This design comes from an exercise in tuning for small area, a short achievable clock period and few clock cycles per item on the open sky130 flow, not from production work. Function was checked by simulation only, so behaviour that the tests miss may differ from the original. No activity file was given, so power comes from the tool's default toggle rates.

[flow/design.v]
`default_nettype none
package trm_pkg;
    localparam logic [7:0] REG_TICKS_PER_SECOND = 8'd0;
    localparam logic [7:0] REG_ZERO_LIMIT       = 8'd1;
    localparam logic [7:0] REG_COUNT_LIMIT      = 8'd2;
    localparam logic [7:0] REG_UNIT_SELECT      = 8'd3;
    localparam logic [9:0]  TPS_RESET        = 10'd2;
    localparam logic [7:0]  ZERO_LIMIT_RESET = 8'd20;
    localparam logic [15:0] COUNT_LIM_RESET  = 16'd1000;
    localparam logic [1:0] UNIT_BYTES = 2'd0;
    localparam logic [1:0] UNIT_KIB   = 2'd1;
    localparam logic [1:0] UNIT_MIB   = 2'd2;
    localparam logic [1:0] UNIT_RESET = UNIT_BYTES;
    localparam int KIB_SHIFT = 10;
    localparam int MIB_SHIFT = 20;
    localparam int MUL_BITS  = 4;
    localparam int MUL_STEPS = 64 / MUL_BITS;
    localparam int MUL_CNT_W = 4;
    localparam int DIV_BITS = 3;
    localparam int DIV_PAD  = (DIV_BITS - (64 % DIV_BITS)) % DIV_BITS;
    localparam int DIV_W    = 64 + DIV_PAD;
    localparam int DIV_N0   = DIV_W;
    localparam int DIV_N1   = ((64 - KIB_SHIFT + DIV_BITS - 1) / DIV_BITS) * DIV_BITS;
    localparam int DIV_N2   = ((64 - MIB_SHIFT + DIV_BITS - 1) / DIV_BITS) * DIV_BITS;
    localparam int DIV_C0   = DIV_N0 / DIV_BITS;
    localparam int DIV_C1   = DIV_N1 / DIV_BITS;
    localparam int DIV_C2   = DIV_N2 / DIV_BITS;
endpackage
`default_nettype wire
`default_nettype none
module trm_ctrl (
    input  wire               i_clk,
    input  wire               i_rst_n,
    input  wire               i_in_valid,
    input  wire               i_out_stall,
    input  wire  [1:0]        i_unit,
    input  wire               i_div_skip,
    output logic              o_load,
    output logic              o_mul,
    output logic              o_fin,
    output logic              o_div,
    output logic              o_first,
    output logic              o_in_stall,
    output logic              o_out_valid
);
    localparam logic [1:0] W_EMPTY = 2'd0;
    localparam logic [1:0] W_MUL   = 2'd1;
    localparam logic [1:0] W_READY = 2'd2;
    logic [1:0] r_wst;
    logic [trm_pkg::MUL_CNT_W-1:0] r_mcnt;
    logic       r_busy;
    logic [5:0] r_dcnt;
    logic       r_out_valid;
    logic       r_first;
    logic [5:0] w_steps;
    assign o_load      = (r_wst == W_EMPTY);
    assign o_mul       = (r_wst == W_MUL);
    assign o_in_stall  = (r_wst != W_EMPTY);
    assign o_fin       = (r_wst == W_READY) && !r_busy && (!r_out_valid || !i_out_stall);
    assign o_div       = r_busy;
    assign o_first     = r_first;
    assign o_out_valid = r_out_valid;
    always_comb begin
        case (i_unit)
            2'd0:    w_steps = 6'(trm_pkg::DIV_C0);
            2'd1:    w_steps = 6'(trm_pkg::DIV_C1);
            2'd2:    w_steps = 6'(trm_pkg::DIV_C2);
            default: w_steps = 6'd0;
        endcase
        if (i_div_skip) w_steps = 6'd0;
    end
    always_ff @(posedge i_clk) begin
        if (!i_rst_n) begin
            r_wst       <= W_EMPTY;
            r_mcnt      <= '0;
            r_busy      <= 1'b0;
            r_dcnt      <= '0;
            r_out_valid <= 1'b0;
            r_first     <= 1'b1;
        end else begin
            case (r_wst)
                W_EMPTY: begin
                    r_mcnt <= '0;
                    if (i_in_valid) r_wst <= W_MUL;
                end
                W_MUL: begin
                    r_mcnt <= r_mcnt + 1'b1;
                    if (r_mcnt == trm_pkg::MUL_STEPS - 1) r_wst <= W_READY;
                end
                default: begin
                    if (o_fin) r_wst <= W_EMPTY;
                end
            endcase
            if (o_fin) begin
                r_first <= 1'b0;
                r_dcnt  <= w_steps;
                r_busy  <= (w_steps != 6'd0);
            end else if (r_busy) begin
                r_dcnt <= r_dcnt - 6'd1;
                if (r_dcnt == 6'd1) r_busy <= 1'b0;
            end
            if ((o_fin && w_steps == 6'd0) || (r_busy && r_dcnt == 6'd1)) begin
                r_out_valid <= 1'b1;
            end else if (!i_out_stall) begin
                r_out_valid <= 1'b0;
            end
        end
    end
endmodule
`default_nettype wire
`default_nettype none
module trm_lane (
    input  wire               i_clk,
    input  wire               i_rst_n,
    input  wire  [9:0]        i_tps,
    input  wire  [7:0]        i_zero_limit,
    input  wire  [15:0]       i_count_limit,
    input  wire  [1:0]        i_unit,
    input  wire               i_first,
    input  wire               i_load,
    input  wire  [63:0]       i_total,
    input  wire               i_mul,
    input  wire               i_fin,
    input  wire               i_div,
    output logic              o_zero,
    output logic [63:0]       o_speed,
    output logic [63:0]       o_average
);
    localparam int MB = trm_pkg::MUL_BITS;
    localparam int DB = trm_pkg::DIV_BITS;
    localparam int W  = trm_pkg::DIV_W;
    logic [16:0] r_cnt;
    logic [8:0]  r_idle;
    logic [63:0] r_sum;      
    logic [63:0] r_last;
    logic [63:0] r_w;        
    logic        r_borrow;
    logic [9:0]  r_mcarry;
    logic        r_scarry;
    logic        r_nz;
    logic [63:0] r_speed;
    logic [W-1:0] r_quo;
    logic [15:0] r_rem;
    logic        r_dz;
    logic [MB:0]    w_diff;
    logic [MB+9:0]  w_prod;
    logic [MB:0]    w_sadd;
    assign w_diff = {1'b0, r_w[MB-1:0]} - {1'b0, r_last[MB-1:0]} - {{MB{1'b0}}, r_borrow};
    assign w_prod = w_diff[MB-1:0] * i_tps + {{MB{1'b0}}, r_mcarry};
    assign w_sadd = {1'b0, r_sum[MB-1:0]} + {1'b0, w_prod[MB-1:0]} + {{MB{1'b0}}, r_scarry};
    logic        w_sat;
    logic        w_nz;
    logic [63:0] w_spd;
    logic        w_over;
    logic        w_czero;
    logic [8:0]  w_idle_inc;
    logic        w_wipe;
    logic [63:0] w_sum_new;
    logic [63:0] w_sum_div;
    logic [16:0] w_cnt_new;
    logic        w_dz;
    logic [W-1:0] w_quo_load;
    assign w_sat      = |r_mcarry;
    assign w_nz       = r_nz | w_sat;
    assign w_spd      = w_sat ? '1 : r_w;
    assign w_over     = r_cnt > {1'b0, i_count_limit};
    assign w_czero    = (r_cnt == 17'd0);
    assign w_idle_inc = r_idle + 9'd1;
    assign w_wipe     = w_idle_inc > {1'b0, i_zero_limit};
    assign w_sum_new  = (w_over || w_czero) ? w_spd : ((w_sat || r_scarry) ? '1 : r_sum);
    assign w_sum_div  = (!i_first && w_nz) ? w_sum_new : r_sum;
    always_comb begin
        w_cnt_new = r_cnt;
        if (!i_first) begin
            if (w_nz)        w_cnt_new = w_over ? 17'd1 : r_cnt + 17'd1;
            else if (w_wipe) w_cnt_new = 17'd0;
        end
    end
    assign w_dz   = (w_cnt_new == 17'd0) || (i_unit == 2'd3);
    assign o_zero = w_dz;
    always_comb begin
        case (i_unit)
            2'd0:    w_quo_load = ({{trm_pkg::DIV_PAD{1'b0}}, w_sum_div});
            2'd1:    w_quo_load = ({{trm_pkg::DIV_PAD{1'b0}}, w_sum_div} >> trm_pkg::KIB_SHIFT) << (W - trm_pkg::DIV_N1);
            default: w_quo_load = ({{trm_pkg::DIV_PAD{1'b0}}, w_sum_div} >> trm_pkg::MIB_SHIFT) << (W - trm_pkg::DIV_N2);
        endcase
        if (w_dz) w_quo_load = '0;
    end
    logic [15:0]  w_rem [DB+1];
    logic [W-1:0] w_quo [DB+1];
    always_comb begin
        w_rem[0] = r_rem;
        w_quo[0] = r_quo;
        for (int i = 0; i < DB; i++) begin
            logic [16:0] sh;
            logic [17:0] t;
            sh = {w_rem[i], w_quo[i][W-1]};
            t  = {1'b0, sh} - {1'b0, r_cnt};
            w_rem[i+1] = t[17] ? sh[15:0] : t[15:0];
            w_quo[i+1] = {w_quo[i][W-2:0], !t[17]};
        end
    end
    assign o_speed   = r_speed;
    assign o_average = r_quo[63:0];
    always_ff @(posedge i_clk) begin
        if (!i_rst_n) begin
            r_cnt  <= 17'd0;
            r_idle <= 9'd0;
        end else if (i_fin && !i_first) begin
            r_cnt <= w_cnt_new;
            if (w_nz)        r_idle <= 9'd0;
            else if (w_wipe) r_idle <= 9'd0;
            else             r_idle <= w_idle_inc;
        end
    end
    always_ff @(posedge i_clk) begin
        if (i_load) begin
            r_w      <= i_total;
            r_borrow <= 1'b0;
            r_mcarry <= '0;
            r_scarry <= 1'b0;
            r_nz     <= 1'b0;
        end else if (i_mul) begin
            r_w      <= {w_prod[MB-1:0], r_w[63:MB]};
            r_borrow <= w_diff[MB];
            r_mcarry <= w_prod[MB+9:MB];
            r_scarry <= w_sadd[MB];
            r_nz     <= r_nz | (|w_prod[MB-1:0]);
        end
        if (i_mul) begin
            r_last <= {r_w[MB-1:0], r_last[63:MB]};
            r_sum  <= {w_sadd[MB-1:0], r_sum[63:MB]};
        end else if (i_fin && !i_first && w_nz) begin
            r_sum  <= w_sum_new;
        end
        if (i_fin) begin
            r_speed <= i_first ? 64'd0 : w_spd;
            r_quo   <= w_quo_load;
            r_rem   <= 16'd0;
            r_dz    <= w_dz;
        end else if (i_div && !r_dz) begin
            r_quo   <= w_quo[DB];
            r_rem   <= w_rem[DB];
        end
    end
endmodule
module trm_datapath (
    input  wire               i_clk,
    input  wire               i_rst_n,
    input  wire               i_cfg_we,
    input  wire  [7:0]        i_cfg_index,
    input  wire  [15:0]       i_cfg_data,
    input  wire  [63:0]       i_rx_total,
    input  wire  [63:0]       i_tx_total,
    input  wire               i_first,
    input  wire               i_load,
    input  wire               i_mul,
    input  wire               i_fin,
    input  wire               i_div,
    output logic [1:0]        o_unit,
    output logic              o_div_skip,
    output logic              o_speed_valid,
    output logic [63:0]       o_rx_speed,
    output logic [63:0]       o_tx_speed,
    output logic [63:0]       o_rx_average,
    output logic [63:0]       o_tx_average
);
    logic [9:0]  r_tps;
    logic [7:0]  r_zero_limit;
    logic [15:0] r_count_limit;
    logic [1:0]  r_unit;
    logic        r_speed_valid;
    logic        w_rx_zero;
    logic        w_tx_zero;
    always_ff @(posedge i_clk) begin
        if (!i_rst_n) begin
            r_tps         <= trm_pkg::TPS_RESET;
            r_zero_limit  <= trm_pkg::ZERO_LIMIT_RESET;
            r_count_limit <= trm_pkg::COUNT_LIM_RESET;
            r_unit        <= trm_pkg::UNIT_RESET;
        end else if (i_cfg_we) begin
            case (i_cfg_index)
                trm_pkg::REG_TICKS_PER_SECOND: r_tps         <= i_cfg_data[9:0];
                trm_pkg::REG_ZERO_LIMIT:       r_zero_limit  <= i_cfg_data[7:0];
                trm_pkg::REG_COUNT_LIMIT:      r_count_limit <= i_cfg_data;
                trm_pkg::REG_UNIT_SELECT:      r_unit        <= i_cfg_data[1:0];
                default:                       r_unit        <= r_unit;
            endcase
        end
    end
    always_ff @(posedge i_clk) begin
        if (i_fin) r_speed_valid <= !i_first;
    end
    trm_lane u_rx (
        .i_clk         (i_clk),
        .i_rst_n       (i_rst_n),
        .i_tps         (r_tps),
        .i_zero_limit  (r_zero_limit),
        .i_count_limit (r_count_limit),
        .i_unit        (r_unit),
        .i_first       (i_first),
        .i_load        (i_load),
        .i_total       (i_rx_total),
        .i_mul         (i_mul),
        .i_fin         (i_fin),
        .i_div         (i_div),
        .o_zero        (w_rx_zero),
        .o_speed       (o_rx_speed),
        .o_average     (o_rx_average)
    );
    trm_lane u_tx (
        .i_clk         (i_clk),
        .i_rst_n       (i_rst_n),
        .i_tps         (r_tps),
        .i_zero_limit  (r_zero_limit),
        .i_count_limit (r_count_limit),
        .i_unit        (r_unit),
        .i_first       (i_first),
        .i_load        (i_load),
        .i_total       (i_tx_total),
        .i_mul         (i_mul),
        .i_fin         (i_fin),
        .i_div         (i_div),
        .o_zero        (w_tx_zero),
        .o_speed       (o_tx_speed),
        .o_average     (o_tx_average)
    );
    assign o_unit        = r_unit;
    assign o_div_skip    = w_rx_zero && w_tx_zero;
    assign o_speed_valid = r_speed_valid;
endmodule
`default_nettype wire
`default_nettype none
module traffic_rate_meter_with_average (
    input  wire               i_clk,
    input  wire               i_rst_n,
    input  wire               i_in_valid,
    output logic              o_in_stall,
    input  wire  [63:0]       i_rx_total,
    input  wire  [63:0]       i_tx_total,
    output logic              o_out_valid,
    input  wire               i_out_stall,
    output logic              o_speed_valid,
    output logic [63:0]       o_rx_speed,
    output logic [63:0]       o_tx_speed,
    output logic [63:0]       o_rx_average,
    output logic [63:0]       o_tx_average,
    input  wire               i_cfg_valid,
    output logic              o_cfg_ready,
    input  wire  [7:0]        i_cfg_index,
    input  wire  [15:0]       i_cfg_data
);
    logic       w_load;
    logic       w_mul;
    logic       w_fin;
    logic       w_div;
    logic       w_first;
    logic [1:0] w_unit;
    logic       w_div_skip;
    assign o_cfg_ready = 1'b1;
    trm_ctrl u_ctrl (
        .i_clk       (i_clk),
        .i_rst_n     (i_rst_n),
        .i_in_valid  (i_in_valid),
        .i_out_stall (i_out_stall),
        .i_unit      (w_unit),
        .i_div_skip  (w_div_skip),
        .o_load      (w_load),
        .o_mul       (w_mul),
        .o_fin       (w_fin),
        .o_div       (w_div),
        .o_first     (w_first),
        .o_in_stall  (o_in_stall),
        .o_out_valid (o_out_valid)
    );
    trm_datapath u_dp (
        .i_clk         (i_clk),
        .i_rst_n       (i_rst_n),
        .i_cfg_we      (i_cfg_valid),
        .i_cfg_index   (i_cfg_index),
        .i_cfg_data    (i_cfg_data),
        .i_rx_total    (i_rx_total),
        .i_tx_total    (i_tx_total),
        .i_first       (w_first),
        .i_load        (w_load),
        .i_mul         (w_mul),
        .i_fin         (w_fin),
        .i_div         (w_div),
        .o_unit        (w_unit),
        .o_div_skip    (w_div_skip),
        .o_speed_valid (o_speed_valid),
        .o_rx_speed    (o_rx_speed),
        .o_tx_speed    (o_tx_speed),
        .o_rx_average  (o_rx_average),
        .o_tx_average  (o_tx_average)
    );
endmodule
`default_nettype wire
[flow/run.sh]
#!/bin/bash
# synth_recipe.tcl (not shown) runs the flow's synth.tcl, then flattens the netlist and writes it again
# the make line also repeats each setting of config.mk as NAME=value (left out here)
make -C /OpenROAD-flow-scripts/flow DESIGN_CONFIG=/design/flow/config.mk WORK_HOME=/design/flow/orfs CLKGATE_MAP_FILE= SYNTH_SCRIPT=/design/flow/synth_recipe.tcl finish
[flow/config.mk]
export PLATFORM = sky130hd
export DESIGN_NAME = traffic_rate_meter_with_average
export DESIGN_NICKNAME = traffic_rate_meter_with_average
export VERILOG_FILES = /design/flow/design.v
export SDC_FILE = /design/flow/constraint.sdc
export NUM_CORES = 4
export LEC_CHECK = 0
export CAP_MARGIN = 20
export CORE_MARGIN = 2
export CORE_UTILIZATION = 40
export SLEW_MARGIN = 20
[flow/constraint.sdc]
create_clock -name core_clock -period 10.5 [get_ports {i_clk}]
set_input_delay 2.1000 -clock core_clock [delete_from_list [all_inputs] [get_ports {i_clk}]]
set_output_delay 2.1000 -clock core_clock [all_outputs]
set_load 0.01 [all_outputs]
==> run summary, run 1 <==
run status=no timing/DRC/antenna violations; CTS root buf=clkbuf_16; Area growth syn-to-layout=16.2%; fin area=between 50,000 and 60,000 um^2; # fillers=about 11,000; Remaining DRCs=0; total track usage=approximately a quarter; number of global-route vias before repair=35,964; total grt overflow=0; Pleak=between 0.02 and 0.025 uW; total CTS buffers=92; unrepaired setup endpoints after global routing=no; Final Setup Violations=0; layout cells sized above 1=8.48%; synthesized cell area=~48,000 um^2; die height=between 300 and 400 um; via count=around 37,000; FFs w/ async S/R, synth=0%; post-synthesis register bit count=just over 800; postcts setup bufs=0; final wirelength=roughly 150,000 um; ys flop type=edfxtp_1; DP HPWL=approximately 100,000 um; Placement Setup Slack=1690 ps; syn nets=5,149; Slew Limit Fails=0; Slew Limit Headroom=a little under a fifth; period utilization=a little over four fifths; I/O pin count=between 400 and 500; Unique masters post-synth=93; Mapped Cells=about 4,700; Setup WS post-layout=roughly 1600 ps; Post-CTS Hold Buffers=0; Final ANT Viol Nets=0; Worst setup endpoint=u_dp.u_tx.r_rem[13]; Initial DRC Count=roughly 3,800; setup TNS=0 ps; WL/cell=between 20 and 25 um; most frequent cells in the layout=647 x edfxtp_1, 565 x nor2_1, 414 x clkdlybuf4s50_1; Reg-to-Reg End=u_dp.u_tx.r_rem[13]; Skew-Pair Late Insertion Delay=between 600 and 700 ps; FF-to-FF Start=u_dp.u_tx.r_cnt[8]; clk sinks=approximately 800; via/cell ratio=approximately 5.7; worst reg-to-reg path cell count=27; CORE AREA=between 100,000 and 150,000 um^2; Resize count post-CTS=0; first-pass GRT wire length=roughly 220,000 um; # nets final=between 5,000 and 6,000; Clk pin slew, worst setup/hold paths=60 ps; Die Area=122,000 um^2; CTS Buffer Depth=3; register area share after synthesis=47.5%; starting density of the core=roughly two fifths; router iterations before antenna repair=6; Final Hold Vio Count=0; max cap viols=0; initial antenna violation count=9; DP Area=approximately 52,000 um^2; Peak VDD IR=roughly 0.12 mV; Setup crit start kind=flip-flop; Cell Pwr Density=~140 nW/um^2; number of warnings issued by yosys=5; Critical Path AT=9540 ps; worst-path maximum fanout=21; Worst Hold Class=reg -> reg; CP startpoint=u_dp.u_tx.r_cnt[8]; crit end category=flip-flop; skew final=approximately 43 ps; Die X=roughly 350 um; largest net degree at the start of global routing=between 100 and 150; htree depth=3; CTS tree=built; fin crit period=roughly 8900 ps; RD Place Congestion=around 0.89; Req. time, crit path=11,130 ps; R2R setup slack=around 1600 ps; Rows=126; synthesized area per cell=approximately 10 um^2; measured slew at the worst slew-check pin=approximately 1200 ps; Setup CP Type=reg -> reg; I/O Buffers=around 420; commonest non-fill, non-tap cell in the layout=edfxtp_1; fmax=~110 MHz; EDFF count, synth=647
-- cell usage after synthesis (8+ instances only) --
| master | instances | area (um^2) |
|---|---|---|
| nor2_1 | 570 | 2140 |
| and3_1 | 25 | 156 |
| nand2b_1 | 30 | 188 |
| o221ai_1 | 45 | 394 |
| a22o_1 | 8 | 70.1 |
| a31oi_1 | 15 | 93.8 |
| and2_1 | 58 | 363 |
| dfxtp_1 | 161 | 3220 |
| a21oi_1 | 226 | 1130 |
| nor2b_1 | 69 | 432 |
| nand3b_1 | 9 | 67.6 |
| a22oi_1 | 29 | 218 |
| nand3_1 | 69 | 345 |
| o31ai_1 | 28 | 210 |
| or2_2 | 9 | 56.3 |
| buf_4 | 136 | 1020 |
| xor2_1 | 52 | 455 |
| a21boi_0 | 32 | 240 |
| inv_1 | 184 | 691 |
| or3_1 | 138 | 863 |
| o21a_1 | 22 | 165 |
| buf_1 | 17 | 63.8 |
| a32o_1 | 16 | 160 |
| o21ai_0 | 330 | 1650 |
| xnor2_1 | 76 | 666 |
| o41ai_1 | 8 | 70.1 |
| fa_1 | 64 | 1280 |
| clkbuf_1 | 215 | 807 |
| nand2_1 | 384 | 1440 |
| o21ai_1 | 15 | 75.1 |
| mux2_2 | 151 | 1700 |
| nor3_1 | 64 | 320 |
| o211ai_1 | 15 | 113 |
| o22ai_1 | 112 | 701 |
| ha_1 | 219 | 2740 |
| o2111ai_1 | 8 | 70.1 |
| buf_2 | 42 | 210 |
| a21o_1 | 53 | 398 |
| nor4_1 | 16 | 100 |
| mux2i_1 | 101 | 1010 |
| edfxtp_1 | 647 | 19400 |
| nand4_1 | 25 | 156 |
| o22a_1 | 76 | 666 |
-- where the power goes --
group          switching (uW)  internal, uW  total, uW
Sequential                158          3630       3790
Clock                    1440          1910       3350
Combinational             481           328        809
Total                    2080          5880       7950
-- cell families (layout without fill, tap and decap cells) --
group | count (synthesis) | after routing | synth area share (%)
buffers and inverters | 598 | 830 | 5.91
DFF | 808 | 808 | 47.5
and+or+nand+nor | 1496 | 1496 | 14.5
adders and majority gates | 283 | 283 | 8.44
muxes | 252 | 252 | 5.69
AOI/OAI and AO/OA | 1143 | 1143 | 15.6
xor gates and xnor gates | 128 | 128 | 2.35
other | 1 | 5 | 0.00787
-- per-stage QoR --
stage	std cells	hold WS (ps)	utilization (%)	power, uW
3_5_place_dp	6303	405	44.2	4650
5_1_grt	6481	411	46.9	8220
6_report	6481	401	46.9	7950
2_1_floorplan	4709	400	-	4310
3_3_place_gp	6301	401	44.2	4640
4_1_cts	6476	398	46.8	8000
-- worst min-delay path by stage --
stage,startpoint,cells past startpoint,to
after floorplan,u_dp.u_rx.r_last[4],0,u_dp.u_rx.r_last[0]
after global placement,u_dp.u_rx.r_last[61],0,u_dp.u_rx.r_last[57]
after detailed placement,u_dp.u_rx.r_last[27],0,u_dp.u_rx.r_last[23]
after CTS,u_dp.u_tx.r_last[7],0,u_dp.u_tx.r_last[3]
after global routing,u_dp.u_tx.r_last[7],0,u_dp.u_tx.r_last[3]
final,u_dp.u_tx.r_last[7],0,u_dp.u_tx.r_last[3]
-- flip-flops by register name, summed over array words and instances (netlist names), 10 cells and up --
register	cells
u_dp.u_tx.r_speed	64
u_dp.u_rx.r_sum	64
u_dp.u_rx.r_quo	66
u_dp.u_tx.r_mcarry	10
u_dp.u_tx.r_quo	66
u_dp.u_rx.r_w	64
u_dp.u_tx.r_sum	64
u_dp.u_rx.r_mcarry	10
u_dp.u_rx.r_last	64
u_dp.u_tx.r_cnt	17
u_dp.u_tx.r_w	64
u_dp.u_rx.r_rem	16
u_dp.u_rx.r_cnt	17
u_dp.r_tps	10
u_dp.u_tx.r_rem	16
u_dp.u_tx.r_last	64
u_dp.r_count_limit	16
u_dp.u_rx.r_speed	64
-- worst max-delay path, stage by stage (launching register included) --
cell and delay, ps:
dfxtp_1 540, inv_1 170, ha_1 370, and2_1 180, a221oi_1 520, o21ai_0 220
a221o_1 410, a41oi_2 490, buf_4 320, mux2_2 380, ha_1 350, and2_1 200
a31o_2 240, a41oi_1 300, o21ai_0 240, o41ai_2 240, buf_4 340, mux2i_1 330
ha_1 270, nor2b_1 140, o31a_1 270, o41ai_1 420, o21ai_0 310, o2111ai_1 340
a21oi_1 160, a31o_2 450, nor2_1 470, a211o_1 200
-- cell type report --
| cell class | count | area [um^2] | area share [%] |
|---|---|---|---|
| timing repair buffer | 470 | 4590 | 8.29 |
| inverter | 187 | 717 | 1.30 |
| clock inverter | 68 | 743 | 1.34 |
| multi-input combinational | 3303 | 22300 | 40.3 |
| clock buffer | 105 | 2370 | 4.29 |
| tap | 1536 | 1920 | 3.47 |
| sequential | 808 | 22700 | 41.0 |
| antenna | 4 | 10.0 | 0.0181 |
-- per-layer routing --
layer / global-route usage [%] / routed length (um) / up-vias
met5: 0 / 50 / -
li1: - / - / 17355
met2: 36.0 / 65700 / 1331
met1: 33.0 / 65500 / 18367
met4: 6.78 / 3950 / 8
met3: 6.59 / 13300 / 201
Testbench counts, summed over its fixed seeds: cycles 24,288, items 1,200.
==> run 2, diff against run 1 <==
--- a/flow/design.v
+++ b/flow/design.v
@@ -14,16 +14,12 @@
     localparam int KIB_SHIFT = 10;
     localparam int MIB_SHIFT = 20;
-    localparam int MUL_BITS  = 4;
+    localparam int MUL_BITS  = 8;
     localparam int MUL_STEPS = 64 / MUL_BITS;
-    localparam int MUL_CNT_W = 4;
-    localparam int DIV_BITS = 3;
-    localparam int DIV_PAD  = (DIV_BITS - (64 % DIV_BITS)) % DIV_BITS;
-    localparam int DIV_W    = 64 + DIV_PAD;
-    localparam int DIV_N0   = DIV_W;
-    localparam int DIV_N1   = ((64 - KIB_SHIFT + DIV_BITS - 1) / DIV_BITS) * DIV_BITS;
-    localparam int DIV_N2   = ((64 - MIB_SHIFT + DIV_BITS - 1) / DIV_BITS) * DIV_BITS;
-    localparam int DIV_C0   = DIV_N0 / DIV_BITS;
-    localparam int DIV_C1   = DIV_N1 / DIV_BITS;
-    localparam int DIV_C2   = DIV_N2 / DIV_BITS;
+    localparam int MUL_CNT_W = 3;
+    localparam int DIV_R4   = 2;
+    localparam int DIV_BITS = 2 * DIV_R4;
+    localparam int DIV_C0   = 64 / DIV_BITS;
+    localparam int DIV_C1   = 56 / DIV_BITS;
+    localparam int DIV_C2   = 44 / DIV_BITS;
 endpackage
 `default_nettype wire
@@ -128,6 +124,7 @@
 );
     localparam int MB = trm_pkg::MUL_BITS;
-    localparam int DB = trm_pkg::DIV_BITS;
-    localparam int W  = trm_pkg::DIV_W;
+    localparam int DR = trm_pkg::DIV_R4;
+    localparam int KIB_SHIFT_M1 = trm_pkg::KIB_SHIFT - 1;
+    localparam int MIB_SHIFT_M1 = trm_pkg::MIB_SHIFT - 1;
     logic [16:0] r_cnt;
     logic [8:0]  r_idle;
@@ -140,5 +137,6 @@
     logic        r_nz;
     logic [63:0] r_speed;
-    logic [W-1:0] r_quo;
+    logic [63:0] r_quo;
+    logic [18:0] r_d3;       
     logic [15:0] r_rem;
     logic        r_dz;
@@ -160,5 +158,5 @@
     logic [16:0] w_cnt_new;
     logic        w_dz;
-    logic [W-1:0] w_quo_load;
+    logic [63:0] w_quo_load;
     assign w_sat      = |r_mcarry;
     assign w_nz       = r_nz | w_sat;
@@ -180,27 +178,39 @@
     assign o_zero = w_dz;
     always_comb begin
-        case (i_unit)
-            2'd0:    w_quo_load = ({{trm_pkg::DIV_PAD{1'b0}}, w_sum_div});
-            2'd1:    w_quo_load = ({{trm_pkg::DIV_PAD{1'b0}}, w_sum_div} >> trm_pkg::KIB_SHIFT) << (W - trm_pkg::DIV_N1);
-            default: w_quo_load = ({{trm_pkg::DIV_PAD{1'b0}}, w_sum_div} >> trm_pkg::MIB_SHIFT) << (W - trm_pkg::DIV_N2);
-        endcase
+        w_quo_load = w_sum_div;
+        if (i_unit != 2'd0) w_quo_load[KIB_SHIFT_M1:0]            = '0;
+        if (i_unit[1])      w_quo_load[MIB_SHIFT_M1:KIB_SHIFT_M1+1] = '0;
+        if (i_unit == 2'd1) w_quo_load = w_quo_load >> 2;
         if (w_dz) w_quo_load = '0;
     end
-    logic [15:0]  w_rem [DB+1];
-    logic [W-1:0] w_quo [DB+1];
+    logic [15:0] w_rem [DR+1];
+    logic [63:0] w_quo [DR+1];
     always_comb begin
         w_rem[0] = r_rem;
         w_quo[0] = r_quo;
-        for (int i = 0; i < DB; i++) begin
-            logic [16:0] sh;
-            logic [17:0] t;
-            sh = {w_rem[i], w_quo[i][W-1]};
-            t  = {1'b0, sh} - {1'b0, r_cnt};
-            w_rem[i+1] = t[17] ? sh[15:0] : t[15:0];
-            w_quo[i+1] = {w_quo[i][W-2:0], !t[17]};
+        for (int i = 0; i < DR; i++) begin
+            logic [17:0] x;
+            logic [18:0] t1, t2, t3;
+            x  = {w_rem[i], w_quo[i][63:62]};
+            t1 = {1'b0, x} - {2'b0, r_cnt};
+            t2 = {1'b0, x} - {1'b0, r_cnt, 1'b0};
+            t3 = {1'b0, x} - r_d3;
+            if (!t3[18]) begin
+                w_rem[i+1] = t3[15:0];
+                w_quo[i+1] = {w_quo[i][61:0], 2'd3};
+            end else if (!t2[18]) begin
+                w_rem[i+1] = t2[15:0];
+                w_quo[i+1] = {w_quo[i][61:0], 2'd2};
+            end else if (!t1[18]) begin
+                w_rem[i+1] = t1[15:0];
+                w_quo[i+1] = {w_quo[i][61:0], 2'd1};
+            end else begin
+                w_rem[i+1] = x[15:0];
+                w_quo[i+1] = {w_quo[i][61:0], 2'd0};
+            end
         end
     end
     assign o_speed   = r_speed;
-    assign o_average = r_quo[63:0];
+    assign o_average = r_quo;
     always_ff @(posedge i_clk) begin
         if (!i_rst_n) begin
@@ -239,7 +249,8 @@
             r_rem   <= 16'd0;
             r_dz    <= w_dz;
+            r_d3    <= {2'b0, w_cnt_new} + {1'b0, w_cnt_new, 1'b0};
         end else if (i_div && !r_dz) begin
-            r_quo   <= w_quo[DB];
-            r_rem   <= w_rem[DB];
+            r_quo   <= w_quo[DR];
+            r_rem   <= w_rem[DR];
         end
     end
--- a/flow/config.mk
+++ b/flow/config.mk
@@ -6,6 +6,8 @@
 export NUM_CORES = 4
 export LEC_CHECK = 0
+export ABC_CLOCK_PERIOD_IN_PS = 5500
 export CAP_MARGIN = 20
 export CORE_MARGIN = 2
 export CORE_UTILIZATION = 40
+export SETUP_SLACK_MARGIN = 4.5
 export SLEW_MARGIN = 20
==> run summary, run 2 <==
CORE AREA=142,000 um^2 (+20%); Peak VDD IR=0.165 mV (+41%); synthesized cell area=57,200 um^2 (+20%); crit-path max cell delay=520 ps (-20 ps); Remaining DRCs=0 (unchanged); initial antenna violation count=16 (+7); Req. time, crit path=11,070 ps (-60 ps); Unique masters post-synth=94 (+1.1%); most frequent CP cell=fa_1; register area share after synthesis=41.3% (-6.2 points); layout cells sized above 1=11.1% (+2.6 points); Worst Hold Class=reg -> reg; RD Place Congestion=0.918 (+3.7%); fin area=68,300 um^2 (+23%); htree depth=3 (unchanged); die height=382 um (+9.5%); Sw Pwr=5420 uW (+160%); total track usage=24.3% (+0.58 points); number of warnings issued by yosys=5 (unchanged); DP Area=63,400 um^2 (+22%); Setup CP Type=reg -> reg; Final Setup Violations=0 (unchanged); Synth area leaders=edfxtp_1 36%, ha_1 9.7%, dfxtp_1 5.6%; setup TNS=0 ps (unchanged); Synth area leader=edfxtp_1; first-pass GRT wire length=278,000 um (+24%); I/O pin count=417 (unchanged); Skew-Pair Late Insertion Delay=730 ps (+40 ps); # nets final=6,989 (+32%); Cell Pwr Density=203 nW/um^2 (+41%); Buf/Inv on CP=4 (+1); number of global-route vias before repair=45,580 (+27%); Final ANT Viol Nets=0 (unchanged); Slew Limit Fails=0 (unchanged); Post-synth top cells=681 x edfxtp_1, 623 x nor2_1, 464 x inv_1; Critical Path AT=6800 ps (-2740 ps); router iterations before antenna repair=6 (unchanged); Setup crit start kind=flip-flop; clock share of power=24.0% (-18 points); starting density of the core=40.4% (about the same); measured slew at the worst slew-check pin=1110 ps (-117 ps); top-area cell type share of the netlist area=35.7% (-5.0 points); fin crit period=6230 ps (-2680 ps); total grt overflow=0 (unchanged); Combinational Power Share=46.1% (+36 points); skew final=73.9 ps (+30.4 ps); Slowest-stage cell, CP=fa_1; unrepaired setup endpoints after global routing=yes; syn nets=6,606 (+28%); period utilization=59.4% (-26 points); Pleak=0.0271 uW (+35%); most frequent cell after synthesis=edfxtp_1; FFs w/ async S/R, synth=0% (unchanged); CTS Buffer Depth=3 (unchanged); post-synthesis register bit count=841 (+4.1%); largest net degree at the start of global routing=88 (-19%); commonest non-fill, non-tap cell in the layout=edfxtp_1; synthesized area per cell=9.75 um^2 (-3.6%); via count=47,258 (+27%); Post-CTS Hold Buffers=0 (unchanged); Die Area=146,000 um^2 (+20%); Seq. cell area=23,700 um^2 (+4.5%); # fillers=13,213 (+20%); DP HPWL=129,000 um (+27%); Rows=138 (+9.5%); Area growth syn-to-layout=19.3%; Fin Hold WS=390 ps (-10.4 ps); worst-path maximum fanout=3 (-86%); sequential share of power=29.9% (-18 points); final wirelength=184,000 um (+24%); EDFF count, synth=681 (+5.3%); final core utilization=48.2% (+1.3 points); WL/cell=22.4 um (-2.3%); placed cell count=7,965 (+26%); CTS root buf=clkbuf_16; Clk pin slew, worst setup/hold paths=60 ps (about the same); Mapped Cells=5,869 (+25%); Int Pwr=8440 uW (+44%); via/cell ratio=5.75 (about the same); most frequent cells in the layout=681 x edfxtp_1, 612 x nor2_1, 429 x inv_1; Final Hold Vio Count=0 (unchanged); delay-heaviest family, CP=adder cells; run status=no timing/DRC/antenna violations; fmax=160 MHz (+43%); ys flop type=edfxtp_1; crit end category=flip-flop; Slew Limit Headroom=25.4% (+7.3 points); Initial DRC Count=4,215 (+12%); max cap viols=0 (unchanged); clk sinks=841 (+4.1%); I/O Buffers=415 (unchanged); fin cells=8,223 (+27%); area of the multi-input gates=32,000 um^2 (+43%); Net Sw Frac=39.1% (+13 points); Die X=382 um (+9.5%); CTS tree=built; total CTS buffers=95 (+3.3%)
-- run 2: cell count changes in the layout (fill, tap and decap cells not counted), moves of 47 or more --
cell / change
inv_1: +250
buf_4: +81
a21oi_1: +128
ha_1: +207
o32a_1: +56
o22a_1: -55
nor2_1: +47
and2_1: +49
xnor2_1: +58
fa_1: +67
-- run 2: worst paths after layout --
| path | start | endpoint | slack [ps] | depth (start not counted) |
|---|---|---|---|---|
| worst max-delay path | u_dp.u_rx.r_w[0] | u_dp.u_rx.r_mcarry[9] | 4270 | 25 |
| worst min register to register | u_dp.u_rx.r_last[36] | u_dp.u_rx.r_last[28] | 390 | 0 |
| worst max register to register | u_dp.u_rx.r_w[0] | u_dp.u_rx.r_mcarry[9] | 4270 | 25 |
| worst min-delay path | u_dp.u_rx.r_last[36] | u_dp.u_rx.r_last[28] | 390 | 0 |
-- run 2: cell type report --
class | count | area share (%)
multi-input combinational | 4285 | 46.9
clock inverter | 44 | 0.634
timing repair buffer | 563 | 7.83
clock buffer | 131 | 3.86
inverter | 466 | 2.63
antenna | 3 | 0.0110
sequential | 841 | 34.7
tap | 1890 | 3.46
-- run 2: worst reg2reg max path, stage by stage, from the launching register on --
cell and delay (ps):
edfxtp_1 460, fa_2 420, fa_2 400, nand2b_4 160, a21oi_4 180, o21bai_1 120
a21oi_2 270, xnor2_4 170, nand2_2 80, fa_1 520, fa_1 510, inv_1 60
fa_1 510, inv_2 40, fa_1 510, inv_2 50, ha_4 220, inv_4 60
o21bai_4 60, a21oi_4 160, o21ai_2 80, a41o_1 200, o41a_1 390, a31oi_2 180
xnor2_1 160, o22ai_1 90
-- run 2: kinds of logic after synthesis --
| kind of cell | share of synthesized area, % |
|---|---|
| other | 0.00655 |
| muxes | 4.63 |
| buffers and inverters | 4.95 |
| DFF | 41.3 |
| xor gates and xnor gates | 3.35 |
| and+or+nand+nor | 13.9 |
| adders and majority gates | 14.5 |
| AOI/OAI and AO/OA | 17.3 |
-- run 2: layer usage --
metal	global-route usage, %	vias up	part of all wire (%)
met2	38.1	1755	45
met5	0	-	0.10
met4	7.01	28	2.8
met1	34.1	23155	44
met3	4.63	274	7.5
li1	-	22046	-
-- run 2: power by group through the flow --
stage | registers (uW) | logic, uW | clock network [uW]
finish | 4150 | 6390 | 3320
global route | 4170 | 7000 | 3500
CTS | 4140 | 6010 | 3380
detailed placement | 4210 | 5710 | 0
global placement | 4210 | 5660 | 0
floorplan | 4050 | 4410 | 0
-- run 2: what timing repair did --
item                       CTS  global route
pin swaps                   30            54
cloned                       0             1
gates resized for setup    105           163
setup endpoints to repair   62            68
setup buffers               31            47
-- run 2: stage by stage --
step	power, uW	worst slack [ps]
3_5_place_dp	9930	3480
5_1_grt	14700	4040
2_1_floorplan	8470	4480
3_3_place_gp	9870	3650
6_report	13900	4270
4_1_cts	13500	4170
Testbench counts of run 2, summed over its fixed seeds: cycles 17,630, items 1,200.
==> run 3, diff against run 2 <==
--- a/flow/config.mk
+++ b/flow/config.mk
@@ -6,4 +6,5 @@
 export NUM_CORES = 4
 export LEC_CHECK = 0
+export ABC_AREA = 1
 export ABC_CLOCK_PERIOD_IN_PS = 5500
 export CAP_MARGIN = 20
==> run summary, run 3 <==
CTS Buffer Depth=3 (unchanged); final core utilization=47.0% (-1.2 points); Peak VDD IR=0.234 mV (+41%); Total Power=21,100 uW (+53%); main combinational cell family by area after synthesis=simple AND/OR/NAND/NOR gates; max cap viols=0 (unchanged); Buf/Inv on CP=3 (-1); syn nets=8,154 (+23%); Synth area leader=edfxtp_1; I/O Buffers=415 (unchanged); largest net degree at the start of global routing=112 (+27%); Hold Path Sink=u_dp.u_rx.r_last[29]; Rows=142 (+2.9%); total CTS buffers=97 (+2.1%); RD Place Congestion=0.944 (+2.8%); skew final=57.4 ps (-16.5 ps); CORE AREA=149,000 um^2 (+5.3%); Die Area=153,000 um^2 (+4.7%); Slew Limit Headroom=25.5% (+0.052 points); most frequent cell after synthesis=nand2_1; Clk pin slew, worst setup/hold paths=70 ps (about the same); Cell Pwr Density=302 nW/um^2 (+49%); sequential share of power=21.3% (-8.6 points); Pleak=0.0318 uW (+17%); ys flop type=edfxtp_1; clk sinks=841 (unchanged); synthesized cell area=60,000 um^2 (+4.8%); CTS tree=built; FFs w/ async S/R, synth=0% (unchanged); Post-CTS Hold Buffers=0 (unchanged); total track usage=26.4% (+2.1 points); first-pass GRT wire length=311,000 um (+12%); starting density of the core=40.2% (-0.20 points); Final ANT Viol Nets=0 (unchanged); Worst Hold Class=reg -> reg; Mapped Cells=7,417 (+26%); via/cell ratio=5.46 (-4.9%); run status=no timing/DRC/antenna violations; CTS root buf=clkbuf_16; hold path start=u_dp.u_rx.r_last[37]; worst-path maximum fanout=6 (+3); Area growth syn-to-layout=16.9%; fmax=167 MHz (+4.3%); Final Setup Violations=0 (unchanged); Net Sw Frac=49.1% (+9.9 points); Skew-Pair Late Insertion Delay=750 ps (+20 ps); Final Hold Vio Count=0 (unchanged); Int Pwr=10,800 uW (+28%); compound-cell area share of the yosys netlist=14.3% (-3.0 points); most frequent cells in the layout=1,600 x nand2_1, 1,120 x inv_1, 735 x o21ai_0; multiplexer area fraction after synthesis=0% (-4.6 points); post-synthesis register bit count=841 (unchanged); Post-synth top cells=1,618 x nand2_1, 1,140 x inv_1, 755 x o21ai_0; die height=391 um (+2.3%); Initial DRC Count=5,314 (+26%); Seq. cell area=23,700 um^2 (-0.14%); commonest non-fill, non-tap cell in the layout=nand2_1; via count=53,307 (+13%); DP HPWL=152,000 um (+18%); # nets final=8,469 (+21%); Synth area leaders=edfxtp_1 34%, nand2_1 10%, ha_1 9.2%; worst hold stages=0 (unchanged); EDFF count, synth=681 (unchanged); Combinational Power Share=62.0% (+16 points); register area share after synthesis=39.4% (-1.9 points); Setup crit start kind=flip-flop; Slew Limit Fails=0 (unchanged); xor/xnor cell area share of the yosys netlist=3.26% (-0.094 points); WL/cell=21.2 um (-5.2%); measured slew at the worst slew-check pin=1120 ps (+8.46 ps); Reg-to-Reg End=u_dp.u_rx.r_mcarry[8]; number of warnings issued by yosys=5 (unchanged); adder-cell share of the synthesized area=13.8% (-0.66 points); fin crit period=5980 ps (-254 ps); setup TNS=0 ps (unchanged); total grt overflow=0 (unchanged); Req. time, crit path=11,100 ps (+30 ps); clock share of power=16.7% (-7.3 points); Critical Path AT=6580 ps (-220 ps); number of global-route vias before repair=51,204 (+12%); unrepaired setup endpoints after global routing=yes; R2R setup slack=4520 ps (+250 ps); Die X=391 um (+2.3%); I/O pin count=417 (unchanged); area of the multi-input gates=31,300 um^2 (-2.2%); router iterations before antenna repair=6 (unchanged); FF-to-FF Start=u_dp.u_rx.r_w[0]; Setup CP Type=reg -> reg; synthesized area per cell=8.08 um^2 (-17%); initial antenna violation count=4 (-12); layout cells sized above 1=6.58% (-4.5 points); crit-path max cell delay=530 ps (about the same); delay-heaviest family, CP=adder cells; top-area cell type share of the netlist area=34.1% (-1.6 points); crit end category=flip-flop; Slowest-stage cell, CP=fa_1; Remaining DRCs=0 (unchanged); # fillers=14,659 (+11%); period utilization=56.9% (-2.4 points); Sw Pwr=10,400 uW (+91%); htree depth=3 (unchanged); Unique masters post-synth=61 (-35%); simple-gate share of the synthesized area=19.6% (+5.7 points); worst reg-to-reg path cell count=26 (+4.0%); final wirelength=207,000 um (+13%)
[run 3: worst max path at each step]
stage	start	endpoint	slack [ps]	cells after the start
after CTS	u_dp.u_rx.r_w[0]	u_dp.u_rx.r_mcarry[8]	4410	27
after detailed placement	u_dp.u_rx.r_w[0]	u_dp.u_rx.r_mcarry[8]	3970	24
after global placement	u_dp.u_tx.r_w[0]	u_dp.u_tx.r_mcarry[9]	4060	29
after floorplan	i_out_stall	u_dp.u_rx.r_sum[0]	3940	8
after global routing	u_dp.u_rx.r_w[0]	u_dp.u_rx.r_mcarry[8]	4240	26
final	u_dp.u_rx.r_w[0]	u_dp.u_rx.r_mcarry[8]	4520	26
[run 3: metrics by stage]
stage	std cells	hold slack [ps]	worst slack [ps]	instance area, um^2
floorplan	7417	400	3940	60000
CTS	9717	411	4410	69300
detailed placement	9529	405	3970	65800
global placement	9529	401	4060	65800
finish	9757	405	4520	70100
global route	9756	418	4240	70100
[run 3: repair_timing]
item	in CTS	in global routing
pin swaps	17	49
resized for setup	50	106
buffers inserted	10	37
cloned	0	1
endpoints found under the setup margin	40	51
[run 3: power groups by stage]
stage,combinational (uW),clock (uW),sequential (uW)
3_5_place_dp,12300,0,4560
5_1_grt,14600,3710,4540
6_report,13100,3530,4510
3_3_place_gp,12300,0,4570
2_1_floorplan,8810,0,4450
4_1_cts,12400,3590,4500
[run 3: logic make-up after synthesis]
| kind of cell | count (synthesis) |
|---|---|
| and+or+nand+nor | 2747 |
| AOI/OAI and AO/OA | 1546 |
| buffers and inverters | 1479 |
| DFF | 841 |
| adders and majority gates | 580 |
| xor gates and xnor gates | 223 |
| other | 1 |
[run 3: cell type report]
class | instances | area share (%)
diodes | 2 | 0.00714
well taps | 1944 | 3.47
inverters | 1179 | 6.41
flip-flops and latches | 841 | 33.7
repair buffers | 515 | 7.07
multi-input cells | 5098 | 44.6
clock inverters | 56 | 0.964
clock buffers | 122 | 3.70
[run 3: worst register-to-register path: cells and delay by family, from the launching register on]
| kind | cells | cell delay (ps) |
|---|---|---|
| AOI/OAI and AO/OA | 9 | 1250 |
| adders and majority gates | 7 | 3140 |
| buffers and inverters | 3 | 270 |
| xor gates and xnor gates | 1 | 290 |
| and+or+nand+nor | 6 | 420 |
| DFF | 1 | 440 |
[run 3: per-layer routing]
metal / GRT usage [%] / routed length [um]
met2: 41.6 / 93100
met5: 0 / 12
met3: 4.42 / 16100
met1: 37.2 / 92200
met4: 7.55 / 5740
==> run 4, diff against run 3 <==
--- a/flow/design.v
+++ b/flow/design.v
@@ -33,4 +33,5 @@
     input  wire               i_div_skip,
     output logic              o_load,
+    output logic              o_accept,
     output logic              o_mul,
     output logic              o_fin,
@@ -51,4 +52,5 @@
     logic [5:0] w_steps;
     assign o_load      = (r_wst == W_EMPTY);
+    assign o_accept    = (r_wst == W_EMPTY) && i_in_valid;
     assign o_mul       = (r_wst == W_MUL);
     assign o_in_stall  = (r_wst != W_EMPTY);
@@ -115,4 +117,5 @@
     input  wire               i_first,
     input  wire               i_load,
+    input  wire               i_accept,
     input  wire  [63:0]       i_total,
     input  wire               i_mul,
@@ -132,5 +135,4 @@
     logic [63:0] r_last;
     logic [63:0] r_w;        
-    logic        r_borrow;
     logic [9:0]  r_mcarry;
     logic        r_scarry;
@@ -141,9 +143,7 @@
     logic [15:0] r_rem;
     logic        r_dz;
-    logic [MB:0]    w_diff;
     logic [MB+9:0]  w_prod;
     logic [MB:0]    w_sadd;
-    assign w_diff = {1'b0, r_w[MB-1:0]} - {1'b0, r_last[MB-1:0]} - {{MB{1'b0}}, r_borrow};
-    assign w_prod = w_diff[MB-1:0] * i_tps + {{MB{1'b0}}, r_mcarry};
+    assign w_prod = r_w[MB-1:0] * i_tps + {{MB{1'b0}}, r_mcarry};
     assign w_sadd = {1'b0, r_sum[MB-1:0]} + {1'b0, w_prod[MB-1:0]} + {{MB{1'b0}}, r_scarry};
     logic        w_sat;
@@ -226,6 +226,5 @@
     always_ff @(posedge i_clk) begin
         if (i_load) begin
-            r_w      <= i_total;
-            r_borrow <= 1'b0;
+            r_w      <= i_total - r_last;
             r_mcarry <= '0;
             r_scarry <= 1'b0;
@@ -233,11 +232,10 @@
         end else if (i_mul) begin
             r_w      <= {w_prod[MB-1:0], r_w[63:MB]};
-            r_borrow <= w_diff[MB];
             r_mcarry <= w_prod[MB+9:MB];
             r_scarry <= w_sadd[MB];
             r_nz     <= r_nz | (|w_prod[MB-1:0]);
         end
+        if (i_accept) r_last <= i_total;
         if (i_mul) begin
-            r_last <= {r_w[MB-1:0], r_last[63:MB]};
             r_sum  <= {w_sadd[MB-1:0], r_sum[63:MB]};
         end else if (i_fin && !i_first && w_nz) begin
@@ -266,4 +264,5 @@
     input  wire               i_first,
     input  wire               i_load,
+    input  wire               i_accept,
     input  wire               i_mul,
     input  wire               i_fin,
@@ -312,4 +311,5 @@
         .i_first       (i_first),
         .i_load        (i_load),
+        .i_accept      (i_accept),
         .i_total       (i_rx_total),
         .i_mul         (i_mul),
@@ -329,4 +329,5 @@
         .i_first       (i_first),
         .i_load        (i_load),
+        .i_accept      (i_accept),
         .i_total       (i_tx_total),
         .i_mul         (i_mul),
@@ -363,4 +364,5 @@
 );
     logic       w_load;
+    logic       w_accept;
     logic       w_mul;
     logic       w_fin;
@@ -378,4 +380,5 @@
         .i_div_skip  (w_div_skip),
         .o_load      (w_load),
+        .o_accept    (w_accept),
         .o_mul       (w_mul),
         .o_fin       (w_fin),
@@ -395,4 +398,5 @@
         .i_first       (w_first),
         .i_load        (w_load),
+        .i_accept      (w_accept),
         .i_mul         (w_mul),
         .i_fin         (w_fin),
--- a/flow/config.mk
+++ b/flow/config.mk
@@ -6,5 +6,4 @@
 export NUM_CORES = 4
 export LEC_CHECK = 0
-export ABC_AREA = 1
 export ABC_CLOCK_PERIOD_IN_PS = 5500
 export CAP_MARGIN = 20
==> run summary, run 4 <==
run status=no timing/DRC/antenna violations; first-pass GRT wire length=323,000 um (+4.0%); number of warnings issued by yosys=5 (unchanged); Setup crit start kind=flip-flop; Synth area leader=edfxtp_1; clock share of power=18.2% (+1.5 points); fin area=75,200 um^2 (+7.3%); via/cell ratio=5.75 (+5.2%); most frequent cells in the layout=719 x nor2_1, 681 x edfxtp_1, 618 x nand2_1; EDFF count, synth=681 (unchanged); largest net degree at the start of global routing=93 (-17%); DP HPWL=159,000 um (+4.7%); Net Sw Frac=44.5% (-4.6 points); Int Pwr=10,800 uW (+0.65%); WL/cell=22.3 um (+5.2%); Worst Hold Class=reg -> reg; Cell Pwr Density=260 nW/um^2 (-14%); register area share after synthesis=36.7% (-2.8 points); layout cells sized above 1=7.63% (+1.0 points); Pleak=0.0307 uW (-3.5%); CTS root buf=clkbuf_16; Slew Limit Headroom=25.3% (-0.22 points); Peak VDD IR=0.274 mV (+17%); starting density of the core=40.2% (about the same); CTS tree=built; total grt overflow=0 (unchanged); Sw Pwr=8690 uW (-16%); ys flop type=edfxtp_1; number of global-route vias before repair=52,592 (+2.7%); sequential share of power=23.2% (+1.9 points); measured slew at the worst slew-check pin=1120 ps (+3.29 ps); router iterations before antenna repair=8 (+2); Combinational Power Share=58.6% (-3.4 points); Remaining DRCs=0 (unchanged); Post-synth top cells=730 x nor2_1, 681 x edfxtp_1, 624 x nand2_1; via count=55,207 (+3.6%); Final ANT Viol Nets=0 (unchanged); synthesized area per cell=9.15 um^2 (+13%); Final Setup Violations=0 (unchanged); DP Area=70,500 um^2 (+7.1%); Skew-Pair Late Insertion Delay=750 ps (about the same); Mapped Cells=7,032 (-5.2%); Total Power=19,500 uW (-7.7%); top-area cell type share of the netlist area=31.8% (-2.3 points); post-synthesis register bit count=839 (-0.24%); total CTS buffers=100 (+3.1%); Clk pin slew, worst setup/hold paths=60 ps (about the same); I/O pin count=417 (unchanged); unrepaired setup endpoints after global routing=no; Initial DRC Count=5,130 (-3.5%); Synth area leaders=edfxtp_1 32%, ha_1 10%, dfxtp_1 4.9%; syn nets=7,865 (-3.5%); Critical Path AT=6470 ps (-110 ps); fin crit period=5810 ps (-172 ps); Unique masters post-synth=124 (+100%); setup TNS=0 ps (unchanged); Final Hold Vio Count=0 (unchanged); htree depth=3 (unchanged); FFs w/ async S/R, synth=0% (unchanged); CTS Buffer Depth=3 (unchanged); Die Area=164,000 um^2 (+7.3%); Die X=405 um (+3.6%); Req. time, crit path=11,160 ps (+60 ps); initial antenna violation count=11 (+7); Setup CP Type=reg -> reg; skew final=47.2 ps (-10.2 ps); total track usage=25.3% (-1.1 points); commonest non-fill, non-tap cell in the layout=nor2_1; period utilization=55.3% (-1.6 points); max cap viols=0 (unchanged); Area growth syn-to-layout=16.9% (about the same); # nets final=8,193 (-3.3%); synthesized cell area=64,400 um^2 (+7.3%); die height=405 um (+3.6%); Setup WS post-layout=4690 ps (+172 ps); Slew Limit Fails=0 (unchanged); final wirelength=214,000 um (+3.5%); fmax=172 MHz (+3.0%); crit end category=flip-flop; worst-path maximum fanout=7 (+1); clk sinks=839 (-0.24%); RD Place Congestion=0.938 (-0.64%); I/O Buffers=415 (unchanged); CORE AREA=160,000 um^2 (+7.3%); Rows=147 (+3.5%); Placement Setup Slack=3360 ps (-610 ps); most frequent cell after synthesis=nor2_1
[run 4: cell count changes after synthesis, moves of 85 or more]
cell      change
nand2_1     -994
inv_1       -601
nand3_1     -480
nor2_1      +440
o21ai_0     -286
mux2i_1     +162
a21o_1      +145
xnor2_1     +140
o211ai_1    -109
o22a_1      +109
or3_1       +109
and2_1       +99
ha_1         +98
a21oi_1      +85
[run 4: logic make-up after synthesis]
| kind of cell | after synthesis | share of synthesized area, % |
|---|---|---|
| other cells | 1 | 0.00583 |
| mux | 176 | 2.76 |
| simple gates | 2105 | 15.1 |
| fa+ha+maj | 676 | 14.7 |
| flops | 839 | 36.7 |
| xor+xnor | 330 | 4.50 |
| buf+inv | 874 | 5.26 |
| compound gates | 2031 | 20.9 |
[run 4: what timing repair did]
item                                    CTS  global route
hold buffers                              0             0
pin swaps                                 6            27
buffers inserted                         17            58
endpoints found under the setup margin   96           109
resized for setup                        67           135
gates cloned                              0             3
[run 4: power groups by stage]
stage	sequential, uW	combinational, uW	clock [uW]
after floorplan	4250	7790	0
after global placement	4590	10100	0
after global routing	4550	12500	3740
after detailed placement	4590	10100	0
after CTS	4520	10600	3610
final	4540	11400	3550
[run 4: path summary, 6_finish.rpt]
path	from	end	slack (ps)	cells past startpoint
max reg2reg	u_dp.u_tx.r_quo[62]	u_dp.u_tx.r_rem[4]	4690	27
max	u_dp.u_tx.r_quo[62]	u_dp.u_tx.r_rem[4]	4690	27
min	u_dp.u_rx.r_idle[8]	u_dp.u_rx.r_idle[8]	460	2
min reg2reg	u_dp.u_rx.r_idle[8]	u_dp.u_rx.r_idle[8]	460	2
[run 4: routing by layer]
layer / vias up / GRT usage (%) / wire length (um)
met4: 12 / 8.59 / 7720
met3: 319 / 3.68 / 13800
met2: 1933 / 40.0 / 97900
li1: 26166 / - / -
met1: 26777 / 35.3 / 94900
met5: - / 0 / 73
[run 4: critical path: stages (launching register included)]
cell and delay [ps]:
edfxtp_1 380, inv_1 120, ha_1 180, inv_1 50, fa_1 400, a21o_1 210
a21oi_4 160, o211ai_1 170, a21oi_2 290, nor2_2 100, nor3_4 300, nor2_4 80
buf_6 160, buf_4 130, a22oi_2 230, inv_2 110, ha_4 250, a21o_1 160
a21o_1 180, a21oi_1 210, nor3b_4 250, a211o_1 210, o311ai_4 150, buf_6 190
or3_4 380, or3b_1 390, o31ai_2 180, a31o_2 130
[run 4: cell type report]
| type | count | area (um^2) |
|---|---|---|
| fillers | 15382 | 85000 |
| multi-input cells | 5320 | 38200 |
| flip-flops and latches | 839 | 23600 |
| repair buffers | 555 | 5240 |
| clock buffers | 124 | 2710 |
| well taps | 2160 | 2700 |
| inverters | 544 | 2100 |
| clock inverters | 64 | 616 |
| diodes | 1 | 2.50 |
[run 4: per-stage QoR]
step                util, %  cells  hold WS, ps
floorplan                 -   7032          425
global placement       44.0   9339          440
detailed placement     44.0   9339          452
CTS                    46.3   9544          460
global route           47.0   9607          477
finish                 47.0   9607          461
Testbench counts of run 4, summed over its fixed seeds: cycles 17,630, items 1,200.

[separate check: timing with driven ports]
In the flow no input, the clock included, has a driving cell. The finished layouts below were timed again as built, in two steps.
Step 1 sets driving cells, clkbuf_16 on the clock port and buf_2 on the other inputs (assumed; they add their load-dependent delay and slew).
Step 2 times the ports against the registers' clock, not the clock port: input delays grow and output delays shrink by t, the midpoint of the rising clock arrivals with the driver on.
Three values: ideal ports, drivers, drivers and shift; two values: the first two.
run | t (ns) | slack for setup (ns) | worst hold slack (ns) | slew at the worst register clock pin (ns)
run 1 | 0.746 | 1.584 / 1.584 / 1.584 | 0.401 / 0.401 / 0.401 | 0.07 / 0.07
run 2 | 0.766 | 4.266 / 4.266 / 4.266 | 0.390 / 0.390 / 0.390 | 0.07 / 0.07
run 3 | 0.802 | 4.520 / 4.520 / 4.364 | 0.405 / 0.405 / 0.405 | 0.07 / 0.07
run 4 | 0.805 | 4.692 / 4.692 / 4.075 | 0.461 / 0.461 / 0.461 | 0.07 / 0.07
After both steps every run listed still meets setup and hold. For run 4, which loses most, drivers alone change the setup slack by 0.000 ns; drivers and shift together by -0.617 ns.
